What follows belongs to an exercise in optimizing a design on an open flow for small area, a short achievable clock period and few clock cycles per item; a production flow would make more cautious choices.
Where RTL was checked, it was by simulation tests only, not by an equivalence proof against the original.
Only the layout flow was run in runs 1, 2 and 6; the RTL was not checked for function there.
No activity file was given, so power comes from the tool's default toggle rates.

==> design/flow/design.v <==
`default_nettype none
package pgtp_pkg;
  localparam int unsigned PIX_W  = 4;
  localparam int unsigned ROW_W  = 32;
  localparam int unsigned COLS   = 8;
  localparam int unsigned SLOT_OUT_W = 5;
  localparam logic CMD_GLYPH = 1'b0;
  localparam logic CMD_PAD   = 1'b1;
  localparam logic [2:0] LAST_ROW = 3'd7;
  typedef struct packed {
    logic        command;
    logic [3:0]  glyph_width;
    logic [2:0]  row_number;
    logic [31:0] upper_glyph_row;
    logic [31:0] lower_glyph_row;
  } glyph_item_t;
  typedef struct packed {
    logic       wr_en;
    logic       fill_en;
    logic [2:0] fill_next;
    logic       slot_inc;
    logic       slot_clr;
    logic       emit;
    logic       done;
  } store_ctl_t;
endpackage
`default_nettype wire
`default_nettype none
import pgtp_pkg::*;
module pgtp_merge_ctl (
  input  logic       pad,
  input  logic [3:0] width,
  input  logic [2:0] fill,
  output logic [7:0] take_out,    
  output logic [7:0] take_wb,     
  output logic       keep_out,    
  output logic       keep_wb,     
  output logic       emit,        
  output logic       wr,          
  output logic [2:0] fill_next    
);
  logic [3:0] w_eff;
  logic [4:0] total;
  logic       over;
  assign w_eff = (width > 4'd8) ? 4'd8 : width;
  assign total = {2'b00, fill} + {1'b0, w_eff};
  assign over  = total[3];
  always_comb begin
    for (int c = 0; c < COLS; c++) begin
      take_out[c] = (5'(c) >= {2'b00, fill}) && (pad || 5'(c) < total);
      take_wb[c]  = pad ? (5'(c) >= {2'b00, fill})
                  : over ? (5'(c + 8) < total)
                  : ((5'(c) >= {2'b00, fill}) && (5'(c) < total));
    end
  end
  assign keep_out  = (fill != 3'd0);
  assign keep_wb   = pad ? 1'b1 : (!over && keep_out);
  assign emit      = pad ? keep_out : over;
  assign wr        = pad ? keep_out : 1'b1;
  assign fill_next = pad ? 3'd0 : total[2:0];
endmodule
module pgtp_merge (
  input  logic        commit,      
  input  logic [2:0]  fill,
  input  logic [7:0]  take_out,
  input  logic [7:0]  take_wb,
  input  logic        keep_out,
  input  logic        keep_wb,
  input  logic [31:0] row_upper,
  input  logic [31:0] row_lower,
  input  logic [31:0] buf_upper,
  input  logic [31:0] buf_lower,
  output logic [31:0] wb_upper,
  output logic [31:0] wb_lower,
  output logic [31:0] res_upper,
  output logic [31:0] res_lower
);
  logic [31:0] rot_u, rot_l;
  logic [7:0]  tw;
  logic        kw;
  assign rot_u = ({row_upper, row_upper} << {fill, 2'b00}) >> 32;
  assign rot_l = ({row_lower, row_lower} << {fill, 2'b00}) >> 32;
  assign kw = keep_wb || !commit;
  assign tw = take_wb & {COLS{commit}};
  always_comb begin
    for (int c = 0; c < COLS; c++) begin
      wb_upper [PIX_W*c +: PIX_W] = (buf_upper[PIX_W*c +: PIX_W] & {PIX_W{kw}})
                                  | (rot_u[PIX_W*c +: PIX_W]     & {PIX_W{tw[c]}});
      wb_lower [PIX_W*c +: PIX_W] = (buf_lower[PIX_W*c +: PIX_W] & {PIX_W{kw}})
                                  | (rot_l[PIX_W*c +: PIX_W]     & {PIX_W{tw[c]}});
      res_upper[PIX_W*c +: PIX_W] = (buf_upper[PIX_W*c +: PIX_W] & {PIX_W{keep_out}})
                                  | (rot_u[PIX_W*c +: PIX_W]     & {PIX_W{take_out[c]}});
      res_lower[PIX_W*c +: PIX_W] = (buf_lower[PIX_W*c +: PIX_W] & {PIX_W{keep_out}})
                                  | (rot_l[PIX_W*c +: PIX_W]     & {PIX_W{take_out[c]}});
    end
  end
endmodule
`default_nettype wire
`default_nettype none
import pgtp_pkg::*;
module pgtp_row_store (
  input  logic        clk,
  input  logic [31:0] wb_upper,
  input  logic [31:0] wb_lower,
  output logic [31:0] head_upper,
  output logic [31:0] head_lower
);
  logic [31:0] ring_u [COLS];
  logic [31:0] ring_l [COLS];
  always_ff @(posedge clk) begin
    for (int k = 0; k < COLS - 1; k++) begin
      ring_u[k] <= ring_u[k+1];
      ring_l[k] <= ring_l[k+1];
    end
    ring_u[COLS-1] <= wb_upper;
    ring_l[COLS-1] <= wb_lower;
  end
  assign head_upper = ring_u[0];
  assign head_lower = ring_l[0];
endmodule
`default_nettype wire
`default_nettype none
import pgtp_pkg::*;
module proportional_glyph_tile_packer_core #(
  parameter int unsigned MAX_TILES = 32
) (
  input  logic        clk,
  input  logic        rst,
  input  logic        glyph_valid,
  output logic        glyph_ready,
  input  logic        glyph_command,
  input  logic [3:0]  glyph_glyph_width,
  input  logic [2:0]  glyph_row_number,
  input  logic [31:0] glyph_upper_glyph_row,
  input  logic [31:0] glyph_lower_glyph_row,
  output logic        tile_valid,
  input  logic        tile_ready,
  output logic [4:0]  tile_tile_slot,
  output logic [2:0]  tile_out_row_number,
  output logic [31:0] tile_upper_tile_row,
  output logic [31:0] tile_lower_tile_row,
  output logic        tile_string_done
);
  localparam int unsigned SLOT_W = (MAX_TILES > 1) ? $clog2(MAX_TILES) : 1;
  localparam logic [SLOT_W-1:0] SLOT_LAST = SLOT_W'(MAX_TILES - 1);
  logic        in_valid;
  logic        in_cmd;
  logic [2:0]  in_row;
  logic [31:0] in_u, in_l;
  logic [7:0]  in_take_out, in_take_wb;
  logic        in_keep_out, in_keep_wb, in_emit, in_wr;
  logic [2:0]  in_fill_next;
  logic [2:0]        phase;      
  logic [2:0]        fill;
  logic [SLOT_W-1:0] slot;
  logic        out_valid;
  logic [4:0]  out_slot;
  logic [2:0]  out_row;
  logic [31:0] out_upper, out_lower;
  logic        out_done;
  logic [31:0] head_u, head_l, wb_u, wb_l, res_u, res_l;
  logic        emit, step, commit, last, pad;
  assign last = (in_row == LAST_ROW);
  assign pad  = (in_cmd == CMD_PAD);
  logic at_head;     
  logic rdy_free;    
  assign step        = at_head && (!out_valid || tile_ready);
  assign commit      = step && in_wr;
  assign emit        = in_emit;
  assign glyph_ready = rdy_free || (at_head && tile_ready);
  logic       nx_in_valid, nx_out_valid, nx_head;
  logic [2:0] nx_row;
  always_comb begin
    nx_in_valid  = glyph_ready ? glyph_valid : in_valid;
    nx_row       = (glyph_ready && glyph_valid) ? glyph_row_number : in_row;
    nx_out_valid = (step && emit) || (out_valid && !tile_ready);
    nx_head      = nx_in_valid && (nx_row == phase + 3'd1);
  end
  always_ff @(posedge clk) begin
    if (rst) begin
      rdy_free <= 1'b1;
      at_head  <= 1'b0;
    end else begin
      rdy_free <= !nx_in_valid || (nx_head && !nx_out_valid);
      at_head  <= nx_head;
    end
  end
  pgtp_merge u_merge (
    .commit    (commit),
    .fill      (fill),
    .take_out  (in_take_out),
    .take_wb   (in_take_wb),
    .keep_out  (in_keep_out),
    .keep_wb   (in_keep_wb),
    .row_upper (in_u),
    .row_lower (in_l),
    .buf_upper (head_u),
    .buf_lower (head_l),
    .wb_upper  (wb_u),
    .wb_lower  (wb_l),
    .res_upper (res_u),
    .res_lower (res_l)
  );
  pgtp_row_store u_store (
    .clk        (clk),
    .wb_upper   (wb_u),
    .wb_lower   (wb_l),
    .head_upper (head_u),
    .head_lower (head_l)
  );
  logic [2:0] ld_fill;
  logic [7:0] ld_take_out, ld_take_wb;
  logic       ld_keep_out, ld_keep_wb, ld_emit, ld_wr;
  logic [2:0] ld_fill_next;
  assign ld_fill = (step && last) ? in_fill_next : fill;
  pgtp_merge_ctl u_ctl (
    .pad       (glyph_command == CMD_PAD),
    .width     (glyph_glyph_width),
    .fill      (ld_fill),
    .take_out  (ld_take_out),
    .take_wb   (ld_take_wb),
    .keep_out  (ld_keep_out),
    .keep_wb   (ld_keep_wb),
    .emit      (ld_emit),
    .wr        (ld_wr),
    .fill_next (ld_fill_next)
  );
  always_ff @(posedge clk) begin
    if (rst) begin
      in_valid <= 1'b0;
    end else if (glyph_ready) begin
      in_valid <= glyph_valid;
    end
  end
  always_ff @(posedge clk) begin
    if (glyph_ready && glyph_valid) begin
      in_cmd       <= glyph_command;
      in_row       <= glyph_row_number;
      in_u         <= glyph_upper_glyph_row;
      in_l         <= glyph_lower_glyph_row;
      in_take_out  <= ld_take_out;
      in_take_wb   <= ld_take_wb;
      in_keep_out  <= ld_keep_out;
      in_keep_wb   <= ld_keep_wb;
      in_emit      <= ld_emit;
      in_wr        <= ld_wr;
      in_fill_next <= ld_fill_next;
    end
  end
  always_ff @(posedge clk) begin
    if (rst) begin
      phase   <= 3'd0;
      fill    <= 3'd0;
      slot    <= '0;
    end else begin
      phase <= phase + 3'd1;
      if (step && last) begin
        fill <= in_fill_next;
        if (pad) begin
          slot <= '0;
        end else if (emit) begin
          slot <= (slot == SLOT_LAST) ? '0 : slot + 1'b1;
        end
      end
    end
  end
  always_ff @(posedge clk) begin
    if (rst) begin
      out_valid <= 1'b0;
    end else if (step && emit) begin
      out_valid <= 1'b1;
    end else if (tile_ready) begin
      out_valid <= 1'b0;
    end
  end
  always_ff @(posedge clk) begin
    if (step && emit) begin
      out_slot  <= 5'(slot);
      out_row   <= in_row;
      out_upper <= res_u;
      out_lower <= res_l;
      out_done  <= pad && last;
    end
  end
  assign tile_valid          = out_valid;
  assign tile_tile_slot      = out_slot;
  assign tile_out_row_number = out_row;
  assign tile_upper_tile_row = out_upper;
  assign tile_lower_tile_row = out_lower;
  assign tile_string_done    = out_done;
endmodule
`default_nettype wire
==> design/flow/run.sh <==
#!/bin/bash
# synth_recipe.tcl (not shown) runs the flow's synth.tcl, then flattens the netlist and writes it again
# the make line also repeats each setting of config.mk as NAME=value (left out here)
make -C /OpenROAD-flow-scripts/flow DESIGN_CONFIG=/design/flow/config.mk WORK_HOME=/design/flow/orfs CLKGATE_MAP_FILE= SYNTH_SCRIPT=/design/flow/synth_recipe.tcl finish
==> design/flow/config.mk <==
export PLATFORM = sky130hd
export DESIGN_NAME = proportional_glyph_tile_packer_core
export DESIGN_NICKNAME = proportional_glyph_tile_packer_core
export VERILOG_FILES = /design/flow/design.v
export SDC_FILE = /design/flow/constraint.sdc
export NUM_CORES = 4
export LEC_CHECK = 0
export ABC_CLOCK_PERIOD_IN_PS = 2200
export CAP_MARGIN = 20
export CORE_MARGIN = 2
export CORE_UTILIZATION = 65
export CTS_BUF_LIST = sky130_fd_sc_hd__clkbuf_16
export CTS_CLUSTER_DIAMETER = 100
export CTS_CLUSTER_SIZE = 25
export SETUP_SLACK_MARGIN = 2.65
export SLEW_MARGIN = 20
==> design/flow/constraint.sdc <==
create_clock -name core_clock -period 5.0 [get_ports {clk}]
set_input_delay 1.0000 -clock core_clock [delete_from_list [all_inputs] [get_ports {clk}]]
set_output_delay 1.0000 -clock core_clock [all_outputs]
set_load 0.01 [all_outputs]
==> summary.txt, run 1 <==
STA
--------------------------------------------------------------------------------------------------------
Peak clock frequency supported by timing                                                         362 MHz
Final-report hold violation count                                                                      0
Unrepaired setup endpoints after global routing                                                     true
Actual transition at the worst max-transition pin                                                 861 ps
Worst hold slack after final layout                                                               328 ps
Worst-case clock skew                                                                            10.9 ps
Min Clock Period, post-route                                                                     2760 ps
Final-report setup violation count                                                                     0
Ratio of final minimum period to clock period                                                      55.2%
Setup TNS                                                                                           0 ps
Count of final max-slew check failures                                                                 0
Worst-case headroom to the max-slew limit                                                          42.6%

GRT
--------------------------------------------------------------------------------------------------------
Largest net degree at the start of global routing                                                     74
Total GRT Usage                                                                                    25.6%
Overflow after GRT                                                                                     0
First-pass GRT wire length                                                                       59.9 mm
Vias in the first global route                                                                    10,200
Number of antenna violations at the first check in global routing                                      1

CLOCKING
--------------------------------------------------------------------------------------------------------
Number of sinks on the clock net                                                                     691
CTS tree                                                                                           built
Bufs on Longest Clock Path                                                                             3
Count of hold buffers inserted by post-cts repair                                                      0
Clock root buffer                                                                           sky130_fd_sc_hd__clkbuf_16
Clock latency reported for the late side of the worst-skew pair                                   590 ps
Post-CTS clock slew at the launch and capture registers of the worst setup and hold paths         100 ps
Number of buffers inserted during clock tree synthesis                                                31
Maximum level of the CTS H-tree                                                                        1

LAYOUT
--------------------------------------------------------------------------------------------------------
Number of nets in the finished design                                                              1,530
Area growth, synth to finish                                                                       16.2%
Filler cell count                                                                                  1,821
Layout cells sized above 1                                                                         13.7%
Cell area after layout                                                                      23,100 sq um

LOGIC SYNTHESIS
--------------------------------------------------------------------------------------------------------
Mapped Cells                                                                                       1,269
Most frequently used cell type in the post-synthesis netlist                                sky130_fd_sc_hd__dfxtp_1
Cell area after synthesis                                                                   19,900 sq um
Synth Flop Type                                                                             sky130_fd_sc_hd__dfxtp_1
Number of distinct library cells after synthesis                                                      53
Top post-synthesis cells by area                                                            sky130_fd_sc_hd__dfxtp_1 53%, sky130_fd_sc_hd__edfxtp_1 24%, sky130_fd_sc_hd__mux4_2 7.2%
Yosys warning total                                                                                    6
FF+latch count, synth                                                                                691
Post-synth EDFFs                                                                                     161
Async set-or-reset flop fraction in the synthesized netlist                                           0%
Leading post-synthesis cells by instance count                                              530 x sky130_fd_sc_hd__dfxtp_1, 161 x sky130_fd_sc_hd__edfxtp_1, 141 x sky130_fd_sc_hd__nand2_1
Average instance area after synthesis                                                         15.7 sq um
Part of the Yosys area used for sequential elements                                                77.6%
Mapped Nets                                                                                        1,351
Area share of the largest cell type after synthesis                                                53.3%
Library cell with the largest summed area after synthesis                                   sky130_fd_sc_hd__dfxtp_1

RUN
--------------------------------------------------------------------------------------------------------
# Max-Cap Violations                                                                                   0

WORST SETUP PATH
--------------------------------------------------------------------------------------------------------
Flop2flop setup slack                                                                            2310 ps
Required @ worst endpoint                                                                        5330 ps
Worst-path cell with the longest stage delay                                                sky130_fd_sc_hd__or4_4
Buf/Inv on CP                                                                                          2
Biggest fanout along the worst timing path                                                             4
Cell Chain, Critical Path                                                                   clkdlybuf4s50_1 -> and2b_1 -> ha_4 -> buf_6 -> and3_1 -> or4_4 -> a21oi_4 -> a21oi_2
Worst Setup Start Kind                                                                        input port
Crit. End Element                                                                               register
Type of the setup path with the least slack                                                       in2reg
Crit-path max cell delay                                                                          530 ps
Crit path arrival time                                                                           3090 ps
Family of cells with the greatest summed delay on the critical path                         simple AND/OR/NAND/NOR gates

DETAILED ROUTING
--------------------------------------------------------------------------------------------------------
Routed Antenna Nets                                                                                    0
Number of vias per cell                                                                             5.58
Wirelength, routed                                                                               41.8 mm
Router iterations before antenna repair                                                                5
DRC violation count after routing                                                                      0
Average wire per standard cell                                                                   22.4 um
Drt initial violations                                                                               891
Routed vias                                                                                       10,400

FLOORPLANNING
--------------------------------------------------------------------------------------------------------
Core box area                                                                               30,300 sq um
Die outline width                                                                                 179 um
Initial cell density of the core                                                                   65.6%
Vertical die dimension                                                                            179 um
Overall die area                                                                            32,000 sq um
Standard-cell rows                                                                                    64
I/O Pins                                                                                             151

POWER AND IR DROP
--------------------------------------------------------------------------------------------------------
Maximum vdd ir drop                                                                           0.000332 V
Post-layout power                                                                                9.39 mW
Cell leakage power                                                                               8.46 nW
Power density over the cells                                                                 406 nW/um^2

PLACED DESIGN
--------------------------------------------------------------------------------------------------------
# port buffers                                                                                       150
Final HPWL DP                                                                                    24.5 mm
Gp weighted congestion                                                                             0.823
Area after DPL                                                                              21,800 sq um

OUTCOME
--------------------------------------------------------------------------------------------------------
Outcome                                                                         timing/DRC/antenna clean

HOLD PATH
--------------------------------------------------------------------------------------------------------
Type of the tightest min-delay check                                                             reg2reg

where the power goes:
group | switching, mW | leakage (nW) | internal (mW)
Combinational | 0.246 | 2.14 | 0.206
Clock | 1.61 | 0.520 | 1.14
Sequential | 0.138 | 5.80 | 6.04
Total | 2.00 | 8.46 | 7.39
cells in the final DEF, fill, tap and decap left out, drive strengths merged, types with 2 or more instances in the layout:
master	n
ha	6
nor4	2
mux2i	66
dfxtp	530
a22o	3
buf	43
edfxtp	161
clkbuf	32
a21oi	18
inv	40
o221ai	2
nor2	16
nor3b	3
and3	5
nand3b	2
and4	2
mux4	64
a32o	3
nand2b	4
nand4	3
xor2	3
and2b	2
o21ai	130
nor3	5
mux2	6
dlygate4sd2	66
a22oi	4
clkdlybuf4s15	7
nand2	141
xnor2	4
a32oi	3
nand3	6
clkdlybuf4s50	73
nor2b	6
cells by family after synthesis:
logic type                 synth area share (%)
DFF                                        77.6
and+or+nand+nor                            4.56
AOI/OAI and AO/OA                          4.79
muxes                                      10.9
buffers and inverters                      1.46
xor gates and xnor gates                  0.346
adders and majority gates                 0.377
path summary, 6_finish.rpt:
| check | cells past startpoint | startpoint | endpoint |
|---|---|---|---|
| worst min register to register | 0 | u_store.ring_l[3][27] | u_store.ring_l[2][27] |
| worst max register to register | 9 | in_row[1] | in_take_out[4] |
| worst max-delay path | 8 | glyph_glyph_width[2] | in_take_out[4] |
| worst min-delay path | 0 | u_store.ring_l[3][27] | u_store.ring_l[2][27] |
sequential cells by signal, indices dropped and copies added, names as in the netlist, 8 cells and up:
name and count:
u_store.ring_u 256, out_upper 32, in_take_out 8, in_take_wb 8
u_store.ring_l 256, in_l 32, in_u 32, out_lower 32
per-stage QoR:
step	setup slack (ps)	std cells	util, %
4_1_cts	2320	1854	75.5
3_5_place_dp	1090	1776	71.9
2_1_floorplan	1820	1269	-
3_3_place_gp	1150	1776	71.9
6_report	2240	1869	76.3
5_1_grt	2230	1868	76.2
final cells by class:
type / count / area [sq um] / area share (%)
inverter: 15 / 60.1 / 0.260
antenna: 1 / 2.50 / 0.0108
clock inverter: 26 / 110 / 0.476
sequential: 691 / 15500 / 66.8
timing repair buffer: 190 / 1820 / 7.88
multi-input combinational: 519 / 4410 / 19.1
clock buffer: 31 / 776 / 3.35
tap: 396 / 495 / 2.14
repair_timing:
item | in CTS | in global routing
pin swaps | 12 | 13
resized for setup | 115 | 27
gates cloned | 1 | 0
endpoints found under the setup margin | 282 | 78
setup buffers | 20 | 13
routing by layer:
metal / wire length (um) / track usage, %
met1: 17900 / 35.9
met3: 2540 / 3.69
met2: 20200 / 42.0
met5: 0 / 0
met4: 1170 / 7.89
==> inputs of run 2 (changes only) <==
--- a/design/flow/config.mk
+++ b/design/flow/config.mk
@@ -6,5 +6,5 @@
 export NUM_CORES = 4
 export LEC_CHECK = 0
-export ABC_CLOCK_PERIOD_IN_PS = 2200
+export ABC_CLOCK_PERIOD_IN_PS = 2400
 export CAP_MARGIN = 20
 export CORE_MARGIN = 2
@@ -13,4 +13,4 @@
 export CTS_CLUSTER_DIAMETER = 100
 export CTS_CLUSTER_SIZE = 25
-export SETUP_SLACK_MARGIN = 2.65
+export SETUP_SLACK_MARGIN = 2.5
 export SLEW_MARGIN = 20
==> run 2 against run 1 <==
Highest routed layer unchanged. Wire length down 4.5%. Critical endpoint is now in_take_out[5]. Non-clock buffer count decreased by 18. Global-route usage down 1.2 points.
==> summary.txt, run 2 <==
STA
--------------------------------------------------------------------------------------------------------
Peak clock frequency supported by timing                                                         371 MHz
Final-report hold violation count                                                                      0
Post-route setup slack                                                                           2310 ps
Unrepaired setup endpoints after global routing                                                     true
Setup TNS                                                                                           0 ps
Min Clock Period, post-route                                                                     2690 ps
Ratio of final minimum period to clock period                                                      53.8%
Worst-case headroom to the max-slew limit                                                          35.9%
Count of final max-slew check failures                                                                 0
Worst-case clock skew                                                                            20.0 ps
Final-report setup violation count                                                                     0
Actual transition at the worst max-transition pin                                                 961 ps

LOGIC SYNTHESIS
--------------------------------------------------------------------------------------------------------
Average instance area after synthesis                                                         15.7 sq um
Top post-synthesis cells by area                                                            sky130_fd_sc_hd__dfxtp_1 53%, sky130_fd_sc_hd__edfxtp_1 24%, sky130_fd_sc_hd__mux4_2 7.2%
FF+latch count, synth                                                                                691
Async set-or-reset flop fraction in the synthesized netlist                                           0%
Most frequently used cell type in the post-synthesis netlist                                sky130_fd_sc_hd__dfxtp_1
Part of the Yosys area used for sequential elements                                                77.6%
Number of distinct library cells after synthesis                                                      53
Mapped Nets                                                                                        1,351
Synth Flop Type                                                                             sky130_fd_sc_hd__dfxtp_1
Yosys warning total                                                                                    6
Leading post-synthesis cells by instance count                                              530 x sky130_fd_sc_hd__dfxtp_1, 161 x sky130_fd_sc_hd__edfxtp_1, 141 x sky130_fd_sc_hd__nand2_1
Cell area after synthesis                                                                   19,900 sq um
Post-synth EDFFs                                                                                     161
Mapped Cells                                                                                       1,269
Area share of the largest cell type after synthesis                                                53.3%
Library cell with the largest summed area after synthesis                                   sky130_fd_sc_hd__dfxtp_1

GRT
--------------------------------------------------------------------------------------------------------
Vias in the first global route                                                                     9,921
Total GRT Usage                                                                                    24.4%
Overflow after GRT                                                                                     0
First-pass GRT wire length                                                                       57.5 mm
Largest net degree at the start of global routing                                                     74
Number of antenna violations at the first check in global routing                                      2

CLOCKING
--------------------------------------------------------------------------------------------------------
Clock latency reported for the late side of the worst-skew pair                                   590 ps
CTS tree                                                                                           built
Clock root buffer                                                                           sky130_fd_sc_hd__clkbuf_16
Number of sinks on the clock net                                                                     691
Count of hold buffers inserted by post-cts repair                                                      0
Maximum level of the CTS H-tree                                                                        1
Post-CTS clock slew at the launch and capture registers of the worst setup and hold paths         100 ps
Bufs on Longest Clock Path                                                                             3
Number of buffers inserted during clock tree synthesis                                                31

LAYOUT
--------------------------------------------------------------------------------------------------------
Layout cells sized above 1                                                                         11.9%
Sequential cell area                                                                        15,500 sq um
Most frequent standard cell in the layout excluding fill and tap cells                      sky130_fd_sc_hd__dfxtp_1
Non-filler cells, final                                                                            1,846
Antenna diodes                                                                                         0
Fraction of the core area covered by cells at the end of the flow                                  75.8%
Most frequent cells in the layout                                                           522 x sky130_fd_sc_hd__dfxtp_1, 161 x sky130_fd_sc_hd__edfxtp_1, 139 x sky130_fd_sc_hd__nand2_1, 128 x sky130_fd_sc_hd__o21ai_0, 92 x sky130_fd_sc_hd__clkdlybuf4s50_1
Area growth, synth to finish                                                                       15.6%
Filler cell count                                                                                  1,869
Registers with the most flip-flops                                                          u_store.ring_l x256, u_store.ring_u x256
Area of the multi-input gates                                                                 4320 sq um
Number of nets in the finished design                                                              1,512

RUN
--------------------------------------------------------------------------------------------------------
# Max-Cap Violations                                                                                   0

WORST SETUP PATH
--------------------------------------------------------------------------------------------------------
Crit-path max cell delay                                                                          480 ps
Crit. End Element                                                                               register
Biggest fanout along the worst timing path                                                             4
Crit path arrival time                                                                           3020 ps
Type of the setup path with the least slack                                                       in2reg
Flop2flop setup slack                                                                            2370 ps
Family of cells with the greatest summed delay on the critical path                         simple AND/OR/NAND/NOR gates
Depth of the most critical reg-to-reg path                                                             9
Cell Chain, Critical Path                                                                   buf_8 -> nand2b_4 -> nand3_4 -> mux2_4 -> ha_4 -> o221ai_2 -> mux2i_1 -> or4_4 -> a21oi_4 -> a21oi_2
Required @ worst endpoint                                                                        5320 ps
Worst Setup Start Kind                                                                        input port
Buf/Inv on CP                                                                                          1
Total stage count of the critical path                                                                10
Worst-path cell with the longest stage delay                                                sky130_fd_sc_hd__or4_4

PLACED DESIGN
--------------------------------------------------------------------------------------------------------
# port buffers                                                                                       150
Gp weighted congestion                                                                             0.834
Pre-CTS setup slack                                                                              1110 ps
DP Cell Count                                                                                      1,774
Final HPWL DP                                                                                    24.1 mm

OUTCOME
--------------------------------------------------------------------------------------------------------
Outcome                                                                         timing/DRC/antenna clean

DETAILED ROUTING
--------------------------------------------------------------------------------------------------------
WL met1                                                                                          18.0 mm
Routed vias                                                                                       10,200
DRC violation count after routing                                                                      0
Average wire per standard cell                                                                   21.6 um
Drt initial violations                                                                               912
Met2 wire length                                                                                 19.0 mm
Routed Antenna Nets                                                                                    0
WL met3                                                                                          2.04 mm
Wirelength, routed                                                                               40.0 mm
Top routing layer used                                                                              met4
Number of vias per cell                                                                             5.53
Router iterations before antenna repair                                                                5

POWER AND IR DROP
--------------------------------------------------------------------------------------------------------
Cell leakage power                                                                               8.56 nW
Power density over the cells                                                                 406 nW/um^2
Maximum vdd ir drop                                                                           0.000339 V

FLOORPLANNING
--------------------------------------------------------------------------------------------------------
Die outline width                                                                                 179 um
Initial cell density of the core                                                                   65.6%
Vertical die dimension                                                                            179 um
Core box area                                                                               30,300 sq um
Overall die area                                                                            32,000 sq um
Standard-cell rows                                                                                    64
I/O Pins                                                                                             151

HOLD PATH
--------------------------------------------------------------------------------------------------------
Type of the tightest min-delay check                                                             reg2reg
Worst Hold Depth                                                                                       0

run 2: through the flow:
step	hold WS (ps)	instance area, sq um	total power, mW
global placement	310	21800	6.70
finish	324	23000	9.35
floorplan	310	20000	6.49
global route	329	23000	9.64
detailed placement	312	21800	6.72
CTS	326	22800	9.38
run 2: metal layers:
layer  global-route usage (%)  vias up
met5                        0        -
li1                         -     4789
met2                     39.6      309
met3                     3.35       60
met4                     5.76        0
met1                     35.4     5053
run 2: worst reg2reg max path, cell delays in order, from the launching register on:
cell	delay, ps
sky130_fd_sc_hd__dfxtp_2	350
sky130_fd_sc_hd__and3_4	220
sky130_fd_sc_hd__nand3_4	110
sky130_fd_sc_hd__mux2_4	330
sky130_fd_sc_hd__ha_4	240
sky130_fd_sc_hd__o221ai_2	200
sky130_fd_sc_hd__mux2i_1	140
sky130_fd_sc_hd__or4_4	480
sky130_fd_sc_hd__a21oi_4	220
sky130_fd_sc_hd__a21oi_2	90
run 2: report_power, final:
group          internal (mW)  switching [mW]  total [mW]
sequential              6.04           0.129        6.17
combinational          0.199           0.238       0.436
clock                   1.14            1.60        2.74
run 2: final timing paths:
kind | from | endpoint
worst max-delay path | tile_ready | in_take_out[5]
worst min register to register | u_store.ring_l[4][6] | u_store.ring_l[3][6]
worst min-delay path | u_store.ring_l[4][6] | u_store.ring_l[3][6]
worst max register to register | in_row[0] | in_take_out[5]
run 2: logic make-up (layout without fill, tap and decap cells):
group	count (synthesis)	count (layout)	synth area share (%)
buf+inv	60	240	1.46
mux	136	136	10.9
xor+xnor	7	7	0.346
fa+ha+maj	6	6	0.377
simple gates	199	200	4.56
compound gates	170	170	4.79
flops	691	691	77.6
run 2: what timing repair did:
item                       4_1_cts  5_1_grt
resized for setup               40       50
cloned                           0        1
hold endpoints to repair         0        0
pin swaps                        9        9
setup endpoints to repair      133       76
buffers inserted                11        6
run 2: area by class of cell:
class	instances	share of cell area (%)
inverter	15	0.261
sequential	691	67.2
multi-input combinational	519	18.8
tap	396	2.15
clock inverter	22	0.413
timing repair buffer	172	7.85
clock buffer	31	3.37
==> inputs of run 3 (changes only) <==
--- a/design/flow/design.v
+++ b/design/flow/design.v
@@ -209,21 +209,38 @@
     .head_lower (head_l)
   );
-  logic [2:0] ld_fill;
-  logic [7:0] ld_take_out, ld_take_wb;
+  logic [7:0] ld_take_out, ld_take_wb, c0_take_out, c0_take_wb, c1_take_out, c1_take_wb;
   logic       ld_keep_out, ld_keep_wb, ld_emit, ld_wr;
-  logic [2:0] ld_fill_next;
-  assign ld_fill = (step && last) ? in_fill_next : fill;
-  pgtp_merge_ctl u_ctl (
+  logic       c0_keep_out, c0_keep_wb, c0_emit, c0_wr;
+  logic       c1_keep_out, c1_keep_wb, c1_emit, c1_wr;
+  logic [2:0] ld_fill_next, c0_fill_next, c1_fill_next;
+  logic       new_fill;
+  pgtp_merge_ctl u_ctl0 (
     .pad       (glyph_command == CMD_PAD),
     .width     (glyph_glyph_width),
-    .fill      (ld_fill),
-    .take_out  (ld_take_out),
-    .take_wb   (ld_take_wb),
-    .keep_out  (ld_keep_out),
-    .keep_wb   (ld_keep_wb),
-    .emit      (ld_emit),
-    .wr        (ld_wr),
-    .fill_next (ld_fill_next)
+    .fill      (fill),
+    .take_out  (c0_take_out),
+    .take_wb   (c0_take_wb),
+    .keep_out  (c0_keep_out),
+    .keep_wb   (c0_keep_wb),
+    .emit      (c0_emit),
+    .wr        (c0_wr),
+    .fill_next (c0_fill_next)
   );
+  pgtp_merge_ctl u_ctl1 (
+    .pad       (glyph_command == CMD_PAD),
+    .width     (glyph_glyph_width),
+    .fill      (in_fill_next),
+    .take_out  (c1_take_out),
+    .take_wb   (c1_take_wb),
+    .keep_out  (c1_keep_out),
+    .keep_wb   (c1_keep_wb),
+    .emit      (c1_emit),
+    .wr        (c1_wr),
+    .fill_next (c1_fill_next)
+  );
+  assign new_fill = step && last;
+  assign {ld_take_out, ld_take_wb, ld_keep_out, ld_keep_wb, ld_emit, ld_wr, ld_fill_next} = new_fill
+       ? {c1_take_out, c1_take_wb, c1_keep_out, c1_keep_wb, c1_emit, c1_wr, c1_fill_next}
+       : {c0_take_out, c0_take_wb, c0_keep_out, c0_keep_wb, c0_emit, c0_wr, c0_fill_next};
   always_ff @(posedge clk) begin
     if (rst) begin
--- a/design/flow/config.mk
+++ b/design/flow/config.mk
@@ -6,5 +6,5 @@
 export NUM_CORES = 4
 export LEC_CHECK = 0
-export ABC_CLOCK_PERIOD_IN_PS = 2400
+export ABC_CLOCK_PERIOD_IN_PS = 2000
 export CAP_MARGIN = 20
 export CORE_MARGIN = 2
@@ -13,4 +13,4 @@
 export CTS_CLUSTER_DIAMETER = 100
 export CTS_CLUSTER_SIZE = 25
-export SETUP_SLACK_MARGIN = 2.5
+export SETUP_SLACK_MARGIN = 2.7
 export SLEW_MARGIN = 20
==> run 3 against run 2 <==
Maximum frequency up 11%. First-iteration DRC count grew 0.22%. Core utilization increased by 0.62 points. Still clean on timing, DRC and antenna. Power is 2.1% higher. Register-to-register slack better by 360 ps. Non-clock buffer count grew 27. Worst setup slack better by 260 ps. Count of clock-buffer cells in the layout did not move. Cell count rose by 6.3%.
==> summary.txt, run 3 <==
LAYOUT
--------------------------------------------------------------------------------------------------------
Registers with the most flip-flops                                                          u_store.ring_l x256, u_store.ring_u x256
Area growth, synth to finish                                                                       16.7%
Layout cells sized above 1                                                                         16.5%
Antenna diodes                                                                                         0
Most frequent cells in the layout                                                           526 x sky130_fd_sc_hd__dfxtp_1, 168 x sky130_fd_sc_hd__nand2_1, 161 x sky130_fd_sc_hd__edfxtp_1, 68 x sky130_fd_sc_hd__clkdlybuf4s50_1, 65 x sky130_fd_sc_hd__o21ai_0
Filler cell count                                                                                  1,903
Area of the multi-input gates                                                                 5190 sq um
Sequential cell area                                                                        15,500 sq um
Number of nets in the finished design                                                              1,625
Most frequent standard cell in the layout excluding fill and tap cells                      sky130_fd_sc_hd__dfxtp_1

WORST SETUP PATH
--------------------------------------------------------------------------------------------------------
Type of the setup path with the least slack                                                       in2out
Worst Setup Start Kind                                                                        input port
Startpoint of the most critical register-to-register path                                   in_fill_next[0]
Biggest fanout along the worst timing path                                                             3
Worst-path cell with the longest stage delay                                                sky130_fd_sc_hd__buf_2
Crit path arrival time                                                                           1430 ps
Worst r2r dst                                                                               in_take_out[1]
Cell repeated most along the worst path                                                     sky130_fd_sc_hd__buf_2
Depth of the most critical reg-to-reg path                                                             6
Required @ worst endpoint                                                                        4000 ps
Crit-path max cell delay                                                                          130 ps
Cell Chain, Critical Path                                                                   buf_2 -> a21oi_4 -> inv_1 -> buf_2
Crit. End Element                                                                            output port
Flop2flop setup slack                                                                            2730 ps

STA
--------------------------------------------------------------------------------------------------------
Actual transition at the worst max-transition pin                                                 757 ps
Unrepaired setup endpoints after global routing                                                     true
Setup TNS                                                                                           0 ps
Ratio of final minimum period to clock period                                                      48.6%
Worst-case headroom to the max-slew limit                                                          49.5%
Final-report setup violation count                                                                     0
Post-route setup slack                                                                           2570 ps
Min Clock Period, post-route                                                                     2430 ps
Peak clock frequency supported by timing                                                         411 MHz
Count of final max-slew check failures                                                                 0
Worst-case clock skew                                                                            11.8 ps
Final-report hold violation count                                                                      0

PLACED DESIGN
--------------------------------------------------------------------------------------------------------
Gp weighted congestion                                                                             0.837
Final HPWL DP                                                                                    27.3 mm
Pre-CTS setup slack                                                                              1170 ps
# port buffers                                                                                       150

FLOORPLANNING
--------------------------------------------------------------------------------------------------------
Core box area                                                                               31,400 sq um
Initial cell density of the core                                                                   65.5%
I/O Pins                                                                                             151
Die outline width                                                                                 182 um
Standard-cell rows                                                                                    65
Overall die area                                                                            33,100 sq um
Vertical die dimension                                                                            182 um

LOGIC SYNTHESIS
--------------------------------------------------------------------------------------------------------
Most frequently used cell type in the post-synthesis netlist                                sky130_fd_sc_hd__dfxtp_1
Library cell with the largest summed area after synthesis                                   sky130_fd_sc_hd__dfxtp_1
Yosys warning total                                                                                    6
Area share of the largest cell type after synthesis                                                51.6%
Mapped Nets                                                                                        1,444
Synth Flop Type                                                                             sky130_fd_sc_hd__dfxtp_1
Post-synth EDFFs                                                                                     161
FF+latch count, synth                                                                                691
Leading post-synthesis cells by instance count                                              530 x sky130_fd_sc_hd__dfxtp_1, 169 x sky130_fd_sc_hd__nand2_1, 161 x sky130_fd_sc_hd__edfxtp_1
Average instance area after synthesis                                                         15.2 sq um
Async set-or-reset flop fraction in the synthesized netlist                                           0%
Top post-synthesis cells by area                                                            sky130_fd_sc_hd__dfxtp_1 52%, sky130_fd_sc_hd__edfxtp_1 24%, sky130_fd_sc_hd__mux4_2 6.3%
Part of the Yosys area used for sequential elements                                                75.1%
Mapped Cells                                                                                       1,357
Cell area after synthesis                                                                   20,600 sq um
Number of distinct library cells after synthesis                                                      53

RUN
--------------------------------------------------------------------------------------------------------
# Max-Cap Violations                                                                                   0

DETAILED ROUTING
--------------------------------------------------------------------------------------------------------
Average wire per standard cell                                                                   22.3 um
Routed vias                                                                                       11,100
Drt initial violations                                                                               914
Number of vias per cell                                                                             5.63
Wirelength, routed                                                                               43.8 mm
Routed Antenna Nets                                                                                    0
Router iterations before antenna repair                                                                5
DRC violation count after routing                                                                      0

CLOCKING
--------------------------------------------------------------------------------------------------------
CTS tree                                                                                           built
Post-CTS clock slew at the launch and capture registers of the worst setup and hold paths         100 ps
Clock root buffer                                                                           sky130_fd_sc_hd__clkbuf_16
Number of buffers inserted during clock tree synthesis                                                31
Maximum level of the CTS H-tree                                                                        1
Number of sinks on the clock net                                                                     691
Bufs on Longest Clock Path                                                                             3
Clock latency reported for the late side of the worst-skew pair                                   600 ps

OUTCOME
--------------------------------------------------------------------------------------------------------
Outcome                                                                         timing/DRC/antenna clean

POWER AND IR DROP
--------------------------------------------------------------------------------------------------------
Maximum vdd ir drop                                                                           0.000396 V
Cell leakage power                                                                               8.77 nW
Power density over the cells                                                                 398 nW/um^2

HOLD PATH
--------------------------------------------------------------------------------------------------------
Min-delay src                                                                               u_store.ring_l[3][7]
Type of the tightest min-delay check                                                             reg2reg
Worst Hold Depth                                                                                       0
Min-Delay Endpoint                                                                          u_store.ring_l[2][7]

GRT
--------------------------------------------------------------------------------------------------------
Number of antenna violations at the first check in global routing                                      0
Overflow after GRT                                                                                     0
Vias in the first global route                                                                    10,900
First-pass GRT wire length                                                                       65.4 mm
Total GRT Usage                                                                                    26.6%
Largest net degree at the start of global routing                                                     70

[run 3: cell count changes in the layout (fill, tap and decap cells not counted), moves of 16 or more]
cell	previous run	this run
sky130_fd_sc_hd__buf_4	14	36
sky130_fd_sc_hd__o21ai_0	128	65
sky130_fd_sc_hd__dlygate4sd2_1	24	5
sky130_fd_sc_hd__o21ai_2	1	17
sky130_fd_sc_hd__nand2_1	139	168
sky130_fd_sc_hd__dlymetal6s2s_1	31	1
sky130_fd_sc_hd__o21ai_1	1	56
sky130_fd_sc_hd__clkdlybuf4s50_1	92	68
sky130_fd_sc_hd__clkdlybuf4s15_1	0	52
[run 3: final cells by class]
cell class | instances | share of cell area [%]
well taps | 402 | 2.10
multi-input cells | 602 | 21.6
clock inverters | 25 | 0.490
repair buffers | 199 | 7.96
flip-flops and latches | 691 | 64.4
inverters | 13 | 0.203
clock buffers | 31 | 3.23
[run 3: per-stage QoR]
| step | hold WS (ps) | total power, mW | std cells | instance area [sq um] | util (%) |
|---|---|---|---|---|---|
| 6_report | 325 | 9.55 | 1963 | 24000 | 76.4 |
| 4_1_cts | 324 | 9.55 | 1949 | 23700 | 75.6 |
| 3_5_place_dp | 312 | 6.85 | 1866 | 22500 | 71.7 |
| 5_1_grt | 330 | 9.86 | 1963 | 24000 | 76.4 |
| 3_3_place_gp | 310 | 6.82 | 1866 | 22500 | 71.7 |
| 2_1_floorplan | 310 | 6.59 | 1357 | 20700 | - |
[run 3: worst max-delay path by stage]
stage	start	to	slack [ps]	cells past startpoint
finish	tile_ready	glyph_ready	2570	4
global route	tile_ready	glyph_ready	2540	4
CTS	tile_ready	glyph_ready	2530	4
detailed placement	glyph_glyph_width[3]	in_take_wb[0]	1170	7
global placement	glyph_glyph_width[3]	in_take_wb[0]	1200	8
floorplan	glyph_glyph_width[3]	in_take_out[1]	2060	9
[run 3: worst max-delay path: cells and delay by family]
family | cells | cell delay, ps
compound gates | 1 | 130
buf+inv | 3 | 310
[run 3: layer usage]
metal	global-route usage [%]	wire length (um)	up-vias
met2	43.1	20800	349
met1	37.7	19100	5462
met3	3.73	2320	91
li1	-	-	5159
met4	8.65	1520	0
met5	0	0	-
[run 3: logic make-up after synthesis]
kind of cell | synth area share, %
flops | 75.1
simple gates | 4.65
compound gates | 6.36
mux | 10.9
buf+inv | 1.79
xor+xnor | 0.468
fa+ha+maj | 0.742
[run 3: where the power goes]
part | total [mW] | internal, mW | switching, mW
Combinational | 0.575 | 0.260 | 0.315
Clock | 2.76 | 1.14 | 1.62
Sequential | 6.21 | 6.06 | 0.145
Total | 9.55 | 7.47 | 2.08
[run 3: what timing repair did]
item	in CTS	in global routing
setup buffers	24	14
pin swaps	16	19
gates resized for setup	185	77
setup endpoints to repair	322	92
cloned	3	0
hold buffers	0	0
Testbench counts of run 3, summed over its fixed seeds: cycles 13,096, rows 13,032.
==> inputs of run 4 (changes only) <==
==> design/flow/flow/run.sh (new file) <==
#!/bin/bash
cp standard.sh standard_sh.log
export BUFFER_PORTS_ARGS="-buffer_cell sky130_fd_sc_hd__buf_1"
bash standard.sh > standard.log 2>&1
==> design/flow/standard.sh (new file) <==
#!/bin/bash
# synth_recipe.tcl (not shown) runs the flow's synth.tcl, then flattens the netlist and writes it again
# the make line also repeats each setting of config.mk as NAME=value (left out here)
make -C /OpenROAD-flow-scripts/flow DESIGN_CONFIG=/design/flow/config.mk WORK_HOME=/design/flow/orfs CLKGATE_MAP_FILE= SYNTH_SCRIPT=/design/flow/synth_recipe.tcl "${@:-finish}"
--- a/design/flow/config.mk
+++ b/design/flow/config.mk
@@ -6,5 +6,5 @@
 export NUM_CORES = 4
 export LEC_CHECK = 0
-export ABC_CLOCK_PERIOD_IN_PS = 2000
+export ABC_CLOCK_PERIOD_IN_PS = 2400
 export CAP_MARGIN = 20
 export CORE_MARGIN = 2
@@ -13,4 +13,4 @@
 export CTS_CLUSTER_DIAMETER = 100
 export CTS_CLUSTER_SIZE = 25
-export SETUP_SLACK_MARGIN = 2.7
+export SETUP_SLACK_MARGIN = 2.6
 export SLEW_MARGIN = 20
removed: design/flow/run.sh
==> run 4 against run 3 <==
Still clean on timing, DRC and antenna. Cell count decreased by 0.76%. Count of clock-buffer cells in the layout unchanged. Register-to-register slack got worse by 120 ps.
==> summary.txt, run 4 <==
OUTCOME
--------------------------------------------------------------------------------------------------------
Outcome                                                                         timing/DRC/antenna clean

STA
--------------------------------------------------------------------------------------------------------
Count of final max-slew check failures                                                                 0
Setup TNS                                                                                           0 ps
Unrepaired setup endpoints after global routing                                                     true
Final-report setup violation count                                                                     0
Ratio of final minimum period to clock period                                                      48.6%
Worst-case clock skew                                                                            21.3 ps
Final-report hold violation count                                                                      0
Min Clock Period, post-route                                                                     2430 ps
Worst-case headroom to the max-slew limit                                                          36.1%
Peak clock frequency supported by timing                                                         411 MHz
Actual transition at the worst max-transition pin                                                 955 ps

DETAILED ROUTING
--------------------------------------------------------------------------------------------------------
Routed vias                                                                                       10,900
DRC violation count after routing                                                                      0
Average wire per standard cell                                                                   22.0 um
Drt initial violations                                                                               894
Routed Antenna Nets                                                                                    0
Wirelength, routed                                                                               42.8 mm
Router iterations before antenna repair                                                                7
Number of vias per cell                                                                             5.60

LOGIC SYNTHESIS
--------------------------------------------------------------------------------------------------------
Area share of the largest cell type after synthesis                                                51.6%
Top post-synthesis cells by area                                                            sky130_fd_sc_hd__dfxtp_1 52%, sky130_fd_sc_hd__edfxtp_1 24%, sky130_fd_sc_hd__mux4_2 6.3%
Most frequently used cell type in the post-synthesis netlist                                sky130_fd_sc_hd__dfxtp_1
Library cell with the largest summed area after synthesis                                   sky130_fd_sc_hd__dfxtp_1
Yosys warning total                                                                                    6
FF+latch count, synth                                                                                691
Largest family of logic cells by synthesized area                                           multiplexers
Share of the synthesized area in compound gates (AO/OA/AOI/OAI)                                    6.36%
Adder and majority gate portion of the synthesized area                                           0.742%
XOR/XNOR share of the synthesized area                                                            0.468%
Mapped Nets                                                                                        1,444
Part of the Yosys area used for sequential elements                                                75.1%
Number of distinct library cells after synthesis                                                      53
Async set-or-reset flop fraction in the synthesized netlist                                           0%
Simple-gate portion of the synthesized area                                                        4.65%
Synth Flop Type                                                                             sky130_fd_sc_hd__dfxtp_1
Mapped Cells                                                                                       1,357
Average instance area after synthesis                                                         15.2 sq um
Multiplexer fraction of the synthesized cell area                                                  10.9%
Cell area after synthesis                                                                   20,600 sq um
Post-synth EDFFs                                                                                     161
Leading post-synthesis cells by instance count                                              530 x sky130_fd_sc_hd__dfxtp_1, 169 x sky130_fd_sc_hd__nand2_1, 161 x sky130_fd_sc_hd__edfxtp_1

POWER AND IR DROP
--------------------------------------------------------------------------------------------------------
Post-layout power                                                                                9.43 mW
Cell leakage power                                                                               8.19 nW
Power density over the cells                                                                 413 nW/um^2
Maximum vdd ir drop                                                                           0.000299 V

WORST SETUP PATH
--------------------------------------------------------------------------------------------------------
Type of the setup path with the least slack                                                       in2reg
Crit. End Element                                                                               register
Worst Setup Start Kind                                                                        input port
Required @ worst endpoint                                                                        5350 ps
Worst r2r dst                                                                               in_take_out[1]
Biggest fanout along the worst timing path                                                            18
Flop2flop setup slack                                                                            2610 ps
Startpoint of the most critical register-to-register path                                   in_fill_next[0]
Crit path arrival time                                                                           2780 ps
Depth of the most critical reg-to-reg path                                                             6

PLACED DESIGN
--------------------------------------------------------------------------------------------------------
Area after DPL                                                                              21,600 sq um
Gp weighted congestion                                                                             0.833
Final HPWL DP                                                                                    26.6 mm
# port buffers                                                                                       150
DP Cell Count                                                                                      1,866

LAYOUT
--------------------------------------------------------------------------------------------------------
Most frequent standard cell in the layout excluding fill and tap cells                      sky130_fd_sc_hd__dfxtp_1
Registers with the most flip-flops                                                          u_store.ring_l x256, u_store.ring_u x256
Number of nets in the finished design                                                              1,609
Non-filler cells, final                                                                            1,948
Area growth, synth to finish                                                                       11.1%
Cell area after layout                                                                      22,900 sq um
Layout cells sized above 1                                                                         13.1%
Most frequent cells in the layout                                                           527 x sky130_fd_sc_hd__dfxtp_1, 169 x sky130_fd_sc_hd__nand2_1, 161 x sky130_fd_sc_hd__edfxtp_1, 147 x sky130_fd_sc_hd__buf_1, 67 x sky130_fd_sc_hd__o21ai_0
Antenna diodes                                                                                         0
Fraction of the core area covered by cells at the end of the flow                                  72.8%

FLOORPLANNING
--------------------------------------------------------------------------------------------------------
Core box area                                                                               31,400 sq um
I/O Pins                                                                                             151
Standard-cell rows                                                                                    65
Overall die area                                                                            33,100 sq um
Initial cell density of the core                                                                   65.5%
Die outline width                                                                                 182 um
Vertical die dimension                                                                            182 um

CLOCKING
--------------------------------------------------------------------------------------------------------
Clock root buffer                                                                           sky130_fd_sc_hd__clkbuf_16
CTS tree                                                                                           built
Number of buffers inserted during clock tree synthesis                                                31
Clock latency reported for the late side of the worst-skew pair                                   600 ps
Number of sinks on the clock net                                                                     691
Post-CTS clock slew at the launch and capture registers of the worst setup and hold paths         100 ps
Bufs on Longest Clock Path                                                                             3
Maximum level of the CTS H-tree                                                                        1

HOLD PATH
--------------------------------------------------------------------------------------------------------
Worst Hold Depth                                                                                       0
Type of the tightest min-delay check                                                             reg2reg
Min-Delay Endpoint                                                                          u_store.ring_l[4][1]
Min-delay src                                                                               u_store.ring_l[5][1]

GRT
--------------------------------------------------------------------------------------------------------
Number of antenna violations at the first check in global routing                                      1
Overflow after GRT                                                                                     0
Largest net degree at the start of global routing                                                     65
Total GRT Usage                                                                                    26.0%
First-pass GRT wire length                                                                       64.5 mm
Vias in the first global route                                                                    11,000

RUN
--------------------------------------------------------------------------------------------------------
# Max-Cap Violations                                                                                   0

## run 4: cell count changes in the layout (fill, tap and decap cells not counted), moves of 3 or more
cell and change:
sky130_fd_sc_hd__clkdlybuf4s15_1 -52, sky130_fd_sc_hd__clkbuf_2 -8, sky130_fd_sc_hd__buf_4 -10, sky130_fd_sc_hd__clkdlybuf4s50_1 -68, sky130_fd_sc_hd__dlygate4sd2_1 -5, sky130_fd_sc_hd__buf_6 -4
sky130_fd_sc_hd__ha_4 -3, sky130_fd_sc_hd__buf_1 +147, sky130_fd_sc_hd__buf_2 -13
## run 4: how the worst max path moves through the flow
stage | startpoint | endpoint | depth (start not counted)
floorplan | glyph_glyph_width[3] | in_take_out[1] | 9
global placement | glyph_glyph_width[3] | in_take_wb[0] | 7
detailed placement | glyph_glyph_width[3] | in_take_wb[0] | 7
CTS | tile_ready | glyph_ready | 4
global route | glyph_glyph_width[3] | in_take_out[2] | 9
finish | glyph_glyph_width[3] | in_take_out[1] | 8
## run 4: power by group
group	internal [mW]	switching (mW)	leakage, nW	total [mW]
clock	1.14	1.60	0.518	2.74
combinational	0.192	0.300	1.88	0.493
sequential	6.06	0.139	5.79	6.20
total	7.39	2.04	8.19	9.43
## run 4: routing by layer
layer	vias up	global-route usage, %	wire [um]
li1	5125	-	-
met4	0	6.58	1110
met5	-	0	0
met3	68	4.51	2510
met2	368	42.6	20300
met1	5355	36.8	19000
## run 4: stage by stage
step                      hold slack (ps)  worst slack [ps]
final                                 319              2570
after global routing                  335              2570
after global placement                310              1280
after floorplan                       310              2060
after CTS                             323              2570
after detailed placement              312              1180
## run 4: final cells by class
class | count | area (sq um)
inverters | 13 | 48.8
multi-input cells | 600 | 4980
clock inverters | 26 | 108
clock buffers | 31 | 776
well taps | 402 | 503
fillers | 2068 | 8540
repair buffers | 185 | 983
flip-flops and latches | 691 | 15500
## run 4: cells by family after synthesis
kind of cell,count (synthesis)
fa+ha+maj,11
compound gates,218
simple gates,230
buf+inv,67
flops,691
mux,129
xor+xnor,11
## run 4: what timing repair did
action | CTS | global route
hold buffers | 0 | 0
pin swaps | 4 | 6
endpoints found under the setup margin | 94 | 44
gates cloned | 0 | 1
buffers inserted | 8 | 16
gates resized for setup | 18 | 16
## run 4: critical path, cell delays in order
cell,delay [ps]
sky130_fd_sc_hd__buf_16,150
sky130_fd_sc_hd__nor2b_4,60
sky130_fd_sc_hd__ha_2,190
sky130_fd_sc_hd__fa_2,400
sky130_fd_sc_hd__xor2_1,210
sky130_fd_sc_hd__a2111oi_4,410
sky130_fd_sc_hd__a21oi_1,130
sky130_fd_sc_hd__a31o_2,230
==> inputs of run 5 (changes only) <==
==> design/flow/run.sh (new file) <==
#!/bin/bash
# synth_recipe.tcl (not shown) runs the flow's synth.tcl, then flattens the netlist and writes it again
# the make line also repeats each setting of config.mk as NAME=value (left out here)
make -C /OpenROAD-flow-scripts/flow DESIGN_CONFIG=/design/flow/config.mk WORK_HOME=/design/flow/orfs CLKGATE_MAP_FILE= SYNTH_SCRIPT=/design/flow/synth_recipe.tcl finish
removed: design/flow/flow/run.sh
removed: design/flow/standard.sh
==> run 5 against run 4 <==
Clock power barely moved. Die area did not move. Area after synthesis did not move. Cell area rose by 4.3%. Maximum frequency rose by 1.4%. Power rose by 1.0%. First-iteration DRC count rose by 1.8%. Global-route usage rose by 0.31 points. Critical endpoint is now glyph_ready.
==> summary.txt, run 5 <==
WORST SETUP PATH
--------------------------------------------------------------------------------------------------------
Startpoint of the most critical register-to-register path                                        fill[2]
Depth of the most critical reg-to-reg path                                                             6
Cell Chain, Critical Path                                                                   buf_8 -> a21oi_4 -> inv_1 -> buf_2
Critical Path Start                                                                           tile_ready
Biggest fanout along the worst timing path                                                             3
Type of the setup path with the least slack                                                       in2out
Total stage count of the critical path                                                                 4
Worst setup path endpoint                                                                    glyph_ready
Crit path arrival time                                                                           1400 ps
Buf/Inv on CP                                                                                          3
Worst r2r dst                                                                               in_take_out[0]
Family of cells with the greatest summed delay on the critical path                         buffers and inverters
Crit. End Element                                                                            output port
Crit-path max cell delay                                                                          130 ps
Flop2flop setup slack                                                                            2640 ps
Required @ worst endpoint                                                                        4000 ps
Worst Setup Start Kind                                                                        input port
Worst-path cell with the longest stage delay                                                sky130_fd_sc_hd__buf_2

DETAILED ROUTING
--------------------------------------------------------------------------------------------------------
Drt initial violations                                                                               910
Routed Antenna Nets                                                                                    0
Average wire per standard cell                                                                   22.3 um
Number of vias per cell                                                                             5.63
DRC violation count after routing                                                                      0
Routed vias                                                                                       11,000
Wirelength, routed                                                                               43.6 mm
Router iterations before antenna repair                                                                6

LAYOUT
--------------------------------------------------------------------------------------------------------
Filler cell count                                                                                  1,917
Number of nets in the finished design                                                              1,617
Area growth, synth to finish                                                                       15.9%
Cell area after layout                                                                      23,800 sq um
Registers with the most flip-flops                                                          u_store.ring_l x256, u_store.ring_u x256
Most frequent cells in the layout                                                           526 x sky130_fd_sc_hd__dfxtp_1, 168 x sky130_fd_sc_hd__nand2_1, 161 x sky130_fd_sc_hd__edfxtp_1, 71 x sky130_fd_sc_hd__dlygate4sd2_1, 69 x sky130_fd_sc_hd__clkdlybuf4s50_1
Most frequent standard cell in the layout excluding fill and tap cells                      sky130_fd_sc_hd__dfxtp_1
Layout cells sized above 1                                                                         14.4%
Fraction of the core area covered by cells at the end of the flow                                  76.0%

POWER AND IR DROP
--------------------------------------------------------------------------------------------------------
Share of total power in the clock network                                                          29.0%
Power density over the cells                                                                 400 nW/um^2
Proportion of power drawn by combinational gates                                                    5.8%
Switching power                                                                                  2.07 mW
Cell leakage power                                                                               8.75 nW
Switching part of the total power                                                                  21.8%
Power share of the sequential group                                                                65.2%
Power Internal                                                                                   7.46 mW
Maximum vdd ir drop                                                                           0.000396 V
Post-layout power                                                                                9.53 mW

CLOCKING
--------------------------------------------------------------------------------------------------------
CTS tree                                                                                           built
Number of buffers inserted during clock tree synthesis                                                31
Bufs on Longest Clock Path                                                                             3
Number of sinks on the clock net                                                                     691
Clock root buffer                                                                           sky130_fd_sc_hd__clkbuf_16
Clock latency reported for the late side of the worst-skew pair                                   610 ps
Count of hold buffers inserted by post-cts repair                                                      0
Maximum level of the CTS H-tree                                                                        1
Post-CTS clock slew at the launch and capture registers of the worst setup and hold paths         100 ps

FLOORPLANNING
--------------------------------------------------------------------------------------------------------
Die outline width                                                                                 182 um
I/O Pins                                                                                             151
Core box area                                                                               31,400 sq um
Standard-cell rows                                                                                    65
Overall die area                                                                            33,100 sq um
Vertical die dimension                                                                            182 um
Initial cell density of the core                                                                   65.5%

PLACED DESIGN
--------------------------------------------------------------------------------------------------------
Gp weighted congestion                                                                             0.837
# port buffers                                                                                       150
Final HPWL DP                                                                                    27.3 mm
Area after DPL                                                                              22,500 sq um

LOGIC SYNTHESIS
--------------------------------------------------------------------------------------------------------
Number of distinct library cells after synthesis                                                      53
Mapped Nets                                                                                        1,444
Yosys warning total                                                                                    6
Area share of the largest cell type after synthesis                                                51.6%
Leading post-synthesis cells by instance count                                              530 x sky130_fd_sc_hd__dfxtp_1, 169 x sky130_fd_sc_hd__nand2_1, 161 x sky130_fd_sc_hd__edfxtp_1
Top post-synthesis cells by area                                                            sky130_fd_sc_hd__dfxtp_1 52%, sky130_fd_sc_hd__edfxtp_1 24%, sky130_fd_sc_hd__mux4_2 6.3%
Part of the Yosys area used for sequential elements                                                75.1%
Average instance area after synthesis                                                         15.2 sq um
FF+latch count, synth                                                                                691
Async set-or-reset flop fraction in the synthesized netlist                                           0%
Cell area after synthesis                                                                   20,600 sq um
Mapped Cells                                                                                       1,357
Synth Flop Type                                                                             sky130_fd_sc_hd__dfxtp_1
Post-synth EDFFs                                                                                     161
Most frequently used cell type in the post-synthesis netlist                                sky130_fd_sc_hd__dfxtp_1
Library cell with the largest summed area after synthesis                                   sky130_fd_sc_hd__dfxtp_1

GRT
--------------------------------------------------------------------------------------------------------
First-pass GRT wire length                                                                       64.9 mm
Overflow after GRT                                                                                     0
Largest net degree at the start of global routing                                                     70
Total GRT Usage                                                                                    26.3%
Vias in the first global route                                                                    10,900
Number of antenna violations at the first check in global routing                                      1

STA
--------------------------------------------------------------------------------------------------------
Unrepaired setup endpoints after global routing                                                     true
Count of final max-slew check failures                                                                 0
Actual transition at the worst max-transition pin                                                 764 ps
Worst-case clock skew                                                                            13.4 ps
Setup TNS                                                                                           0 ps
Ratio of final minimum period to clock period                                                      48.0%
Min Clock Period, post-route                                                                     2400 ps
Final-report hold violation count                                                                      0
Peak clock frequency supported by timing                                                         417 MHz
Final-report setup violation count                                                                     0
Worst-case headroom to the max-slew limit                                                          49.1%
Worst hold slack after final layout                                                               323 ps

OUTCOME
--------------------------------------------------------------------------------------------------------
Outcome                                                                         timing/DRC/antenna clean

RUN
--------------------------------------------------------------------------------------------------------
# Max-Cap Violations                                                                                   0

HOLD PATH
--------------------------------------------------------------------------------------------------------
Type of the tightest min-delay check                                                             reg2reg

-- run 5: cell counts after synthesis --
Identical to the previous run, type by type.
-- run 5: cell type report --
type                    count  area (sq um)  area share (%)
flip-flops and latches    691         15500            64.8
multi-input cells         602          5120            21.5
repair buffers            191          1820            7.65
clock buffers              31           776            3.25
well taps                 402           503            2.11
clock inverters            25           118           0.493
inverters                  13          48.8           0.205
diodes                      1          2.50          0.0105
-- run 5: worst min-delay path by stage --
stage	end	start	cells after the start	slack, ps
finish	u_store.ring_l[4][5]	u_store.ring_l[5][5]	0	320
global route	u_store.ring_l[5][14]	u_store.ring_l[6][14]	0	330
CTS	u_store.ring_l[2][6]	u_store.ring_l[3][6]	0	320
floorplan	u_store.ring_l[0][0]	u_store.ring_l[1][0]	0	310
detailed placement	u_store.ring_u[6][23]	u_store.ring_u[7][23]	0	310
global placement	u_store.ring_l[0][23]	u_store.ring_l[1][23]	0	310
-- run 5: what timing repair did --
action                                  CTS  global route
endpoints found under the setup margin  296            40
setup buffers                            16            14
gates cloned                              3             0
resized for setup                       127            27
pin swaps                                17            15
-- run 5: kinds of logic after synthesis --
group                    share of synthesized area, %
flip-flops                                       75.1
AND/OR/NAND/NOR                                  4.65
AO/OA/AOI/OAI                                    6.36
multiplexers                                     10.9
buffers and inverters                            1.79
XOR/XNOR                                        0.468
adder cells (fa/ha/maj)                         0.742
-- run 5: metal layers --
metal  global-route usage, %  wire length (um)  vias to the layer above
met4                    8.06              1370                        0
met2                    42.8             20800                      334
met5                       0                 0                        -
met1                    37.5             19100                     5459
met3                    3.63              2210                       80
li1                        -                 -                     5142
-- run 5: worst register-to-register path, stage by stage (launching register included) --
cell and delay, ps:
sky130_fd_sc_hd__dfxtp_4 750, sky130_fd_sc_hd__ha_4 340, sky130_fd_sc_hd__a21boi_2 160, sky130_fd_sc_hd__o211ai_1 430
sky130_fd_sc_hd__buf_4 210, sky130_fd_sc_hd__nor3_2 40, sky130_fd_sc_hd__a311oi_1 240
-- run 5: power groups by stage --
stage	clock, mW	sequential (mW)	combinational, mW
after global routing	3.00	6.24	0.593
final	2.77	6.21	0.553
after global placement	0	6.32	0.504
after detailed placement	0	6.34	0.513
after CTS	2.80	6.21	0.537
after floorplan	0	6.27	0.313
-- run 5: metrics by stage --
step           setup WS, ps  std cells
2_1_floorplan          2060       1357
3_3_place_gp           1200       1866
3_5_place_dp           1170       1866
4_1_cts                2450       1941
5_1_grt                2570       1955
6_report               2600       1956
==> inputs of run 6 (changes only) <==
--- a/design/flow/design.v
+++ b/design/flow/design.v
@@ -40,23 +40,21 @@
   output logic [2:0] fill_next    
 );
-  logic [3:0] w_eff;
-  logic [4:0] total;
-  logic       over;
-  assign w_eff = (width > 4'd8) ? 4'd8 : width;
-  assign total = {2'b00, fill} + {1'b0, w_eff};
-  assign over  = total[3];
+  logic [7:0] fill_ge;    
+  logic [7:0] rmask;      
+  logic       over;       
   always_comb begin
     for (int c = 0; c < COLS; c++) begin
-      take_out[c] = (5'(c) >= {2'b00, fill}) && (pad || 5'(c) < total);
-      take_wb[c]  = pad ? (5'(c) >= {2'b00, fill})
-                  : over ? (5'(c + 8) < total)
-                  : ((5'(c) >= {2'b00, fill}) && (5'(c) < total));
+      fill_ge[c] = (3'(c) >= fill);
+      rmask[c]   = width[3] || (width[2:0] > 3'(3'(c) - fill));
     end
   end
+  assign over = rmask[7];
+  assign take_out  = pad ? fill_ge : (rmask & fill_ge);
+  assign take_wb   = pad ? fill_ge : (rmask & (~fill_ge | {COLS{!over}}));
   assign keep_out  = (fill != 3'd0);
-  assign keep_wb   = pad ? 1'b1 : (!over && keep_out);
+  assign keep_wb   = pad || (!over && keep_out);
   assign emit      = pad ? keep_out : over;
   assign wr        = pad ? keep_out : 1'b1;
-  assign fill_next = pad ? 3'd0 : total[2:0];
+  assign fill_next = pad ? 3'd0 : width[3] ? fill : (fill + width[2:0]);
 endmodule
 module pgtp_merge (
==> run 6 against run 5 <==
Still clean. Clock skew up 1.2 ps. Worst hold slack about the same. Wire length up 3.4%. Critical path depth unchanged. First-iteration DRC count up 35%. Die area up 2.6%. Worst setup slack worse by 9.4 ps. Critical endpoint unchanged. Highest routed layer unchanged.
==> summary.txt, run 6 <==
OUTCOME
-------------------------------------------------------------------------------------
Outcome                                                      timing/DRC/antenna clean

STA
-------------------------------------------------------------------------------------
Peak clock frequency supported by timing                                      415 MHz
Worst hold slack after final layout                                            323 ps
Worst-case headroom to the max-slew limit                                       30.3%
Count of final max-slew check failures                                              0
Ratio of final minimum period to clock period                                   48.1%
Unrepaired setup endpoints after global routing                                  true
Actual transition at the worst max-transition pin                             1040 ps
Worst-case clock skew                                                         14.7 ps

LOGIC SYNTHESIS
-------------------------------------------------------------------------------------
Average instance area after synthesis                                      14.7 sq um
Simple-gate portion of the synthesized area                                     4.71%
Area share of the largest cell type after synthesis                             50.3%
Yosys warning total                                                                 6
Number of distinct library cells after synthesis                                   59
Largest family of logic cells by synthesized area                        multiplexers
XOR/XNOR share of the synthesized area                                         0.415%
Cell area after synthesis                                                21,100 sq um
Adder and majority gate portion of the synthesized area                         3.39%
Async set-or-reset flop fraction in the synthesized netlist                        0%
Multiplexer fraction of the synthesized cell area                               10.0%
Part of the Yosys area used for sequential elements                             73.0%
Library cell with the largest summed area after synthesis                sky130_fd_sc_hd__dfxtp_1
Top post-synthesis cells by area                                         sky130_fd_sc_hd__dfxtp_1 50%, sky130_fd_sc_hd__edfxtp_1 23%, sky130_fd_sc_hd__mux4_2 6.8%
FF+latch count, synth                                                             690
Post-synth EDFFs                                                                  160
Share of the synthesized area in compound gates (AO/OA/AOI/OAI)                 6.44%
Mapped Cells                                                                    1,436

CLOCKING
-------------------------------------------------------------------------------------
Bufs on Longest Clock Path                                                          3
Number of buffers inserted during clock tree synthesis                             31
Clock root buffer                                                        sky130_fd_sc_hd__clkbuf_16
CTS tree                                                                        built
Number of sinks on the clock net                                                  690
Maximum level of the CTS H-tree                                                     1

HOLD PATH
-------------------------------------------------------------------------------------
Type of the tightest min-delay check                                          reg2reg

PLACED DESIGN
-------------------------------------------------------------------------------------
Final HPWL DP                                                                 28.6 mm
Gp weighted congestion                                                          0.895

WORST SETUP PATH
-------------------------------------------------------------------------------------
Crit. End Element                                                         output port
Crit path arrival time                                                        1410 ps
Required @ worst endpoint                                                     4000 ps
Worst Setup Start Kind                                                     input port

POWER AND IR DROP
-------------------------------------------------------------------------------------
Proportion of power drawn by combinational gates                                 6.2%
Share of total power in the clock network                                       29.0%
Power density over the cells                                              395 nW/um^2
Cell leakage power                                                            9.22 nW
Power share of the sequential group                                             64.8%
Maximum vdd ir drop                                                        0.000302 V
Post-layout power                                                             9.54 mW
Switching power                                                               2.10 mW
Power Internal                                                                7.44 mW

LAYOUT
-------------------------------------------------------------------------------------
Antenna diodes                                                                      0
Area growth, synth to finish                                                    14.5%
Most frequent standard cell in the layout excluding fill and tap cells   sky130_fd_sc_hd__dfxtp_1
Layout cells sized above 1                                                      11.0%
Most frequent cells in the layout                                        527 x sky130_fd_sc_hd__dfxtp_1, 167 x sky130_fd_sc_hd__nand2_1, 160 x sky130_fd_sc_hd__edfxtp_1, 117 x sky130_fd_sc_hd__o21ai_0, 74 x sky130_fd_sc_hd__dlygate4sd2_1

GRT
-------------------------------------------------------------------------------------
Total GRT Usage                                                                 26.7%
Vias in the first global route                                                 11,500
First-pass GRT wire length                                                    67.4 mm
Number of antenna violations at the first check in global routing                   0

RUN
-------------------------------------------------------------------------------------
# Max-Cap Violations                                                                0

DETAILED ROUTING
-------------------------------------------------------------------------------------
DRC violation count after routing                                                   0
Wirelength, routed                                                            45.0 mm
Drt initial violations                                                          1,224
Routed Antenna Nets                                                                 0
Top routing layer used                                                           met4
Routed vias                                                                    11,700
WL met1                                                                       19.7 mm

FLOORPLANNING
-------------------------------------------------------------------------------------
Overall die area                                                         33,900 sq um
Vertical die dimension                                                         184 um
I/O Pins                                                                          151
Standard-cell rows                                                                 65
Die outline width                                                              184 um

==> run 6: power groups by stage <==
stage / clock [mW] / sequential [mW] / combinational (mW)
2_1_floorplan: 0 / 6.25 / 0.325
3_3_place_gp: 0 / 6.29 / 0.544
3_5_place_dp: 0 / 6.31 / 0.555
4_1_cts: 2.81 / 6.18 / 0.571
5_1_grt: 3.02 / 6.21 / 0.643
6_report: 2.77 / 6.18 / 0.593
==> run 6: timing repair <==
action | 4_1_cts | 5_1_grt
setup buffers | 12 | 3
cloned | 1 | 1
pin swaps | 3 | 4
endpoints found under the setup margin | 280 | 101
gates resized for setup | 105 | 35
==> run 6: logic make-up after synthesis <==
group	Yosys count
flops	690
simple gates	232
compound gates	227
mux	131
buf+inv	90
fa+ha+maj	56
xor+xnor	10
==> run 6: per-layer routing <==
metal / track usage [%] / vias up
li1: - / 5373
met1: 38.0 / 5789
met2: 42.4 / 438
met3: 3.81 / 67
met4: 9.47 / 0
met5: 0 / -
==> run 6: path summary, 6_finish.rpt <==
| kind | startpoint | to | slack (ps) | cells past startpoint |
|---|---|---|---|---|
| max reg2reg | fill[0] | out_lower[10] | 2700 | 5 |
| min | u_store.ring_l[3][11] | u_store.ring_l[2][11] | 320 | 0 |
| min reg2reg | u_store.ring_l[3][11] | u_store.ring_l[2][11] | 320 | 0 |
| max | tile_ready | glyph_ready | 2590 | 4 |
==> run 6: layout make-up <==
class                           count  area (sq um)
Sequential cell                   690         15400
Fill cell                        1975          7630
Multi-Input combinational cell    657          5430
Timing Repair Buffer              177          1720
Clock buffer                       31           776
Tap cell                          435           544
Inverter                           40           163
Clock inverter                     25           116
==> run 6: critical path, cell delays in order <==
cell	delay [ps]
sky130_fd_sc_hd__buf_8	100
sky130_fd_sc_hd__a21oi_4	140
sky130_fd_sc_hd__inv_2	50
sky130_fd_sc_hd__buf_6	110
==> run 6: stage by stage <==
step / cell area, sq um / setup slack [ps] / instances
detailed placement: 23000 / 1510 / 1982
CTS: 24000 / 2440 / 2051
global placement: 23000 / 1540 / 1982
global route: 24200 / 2550 / 2055
finish: 24200 / 2590 / 2055
floorplan: 21200 / 2060 / 1436

Check on run 6: ideal ports give 2.593 ns setup slack; a clkbuf_16 on the clock port and buf_2 on the inputs give 2.554 ns; moving port delays by the midpoint clock arrival (0.653 ns) as well gives 2.058 ns.
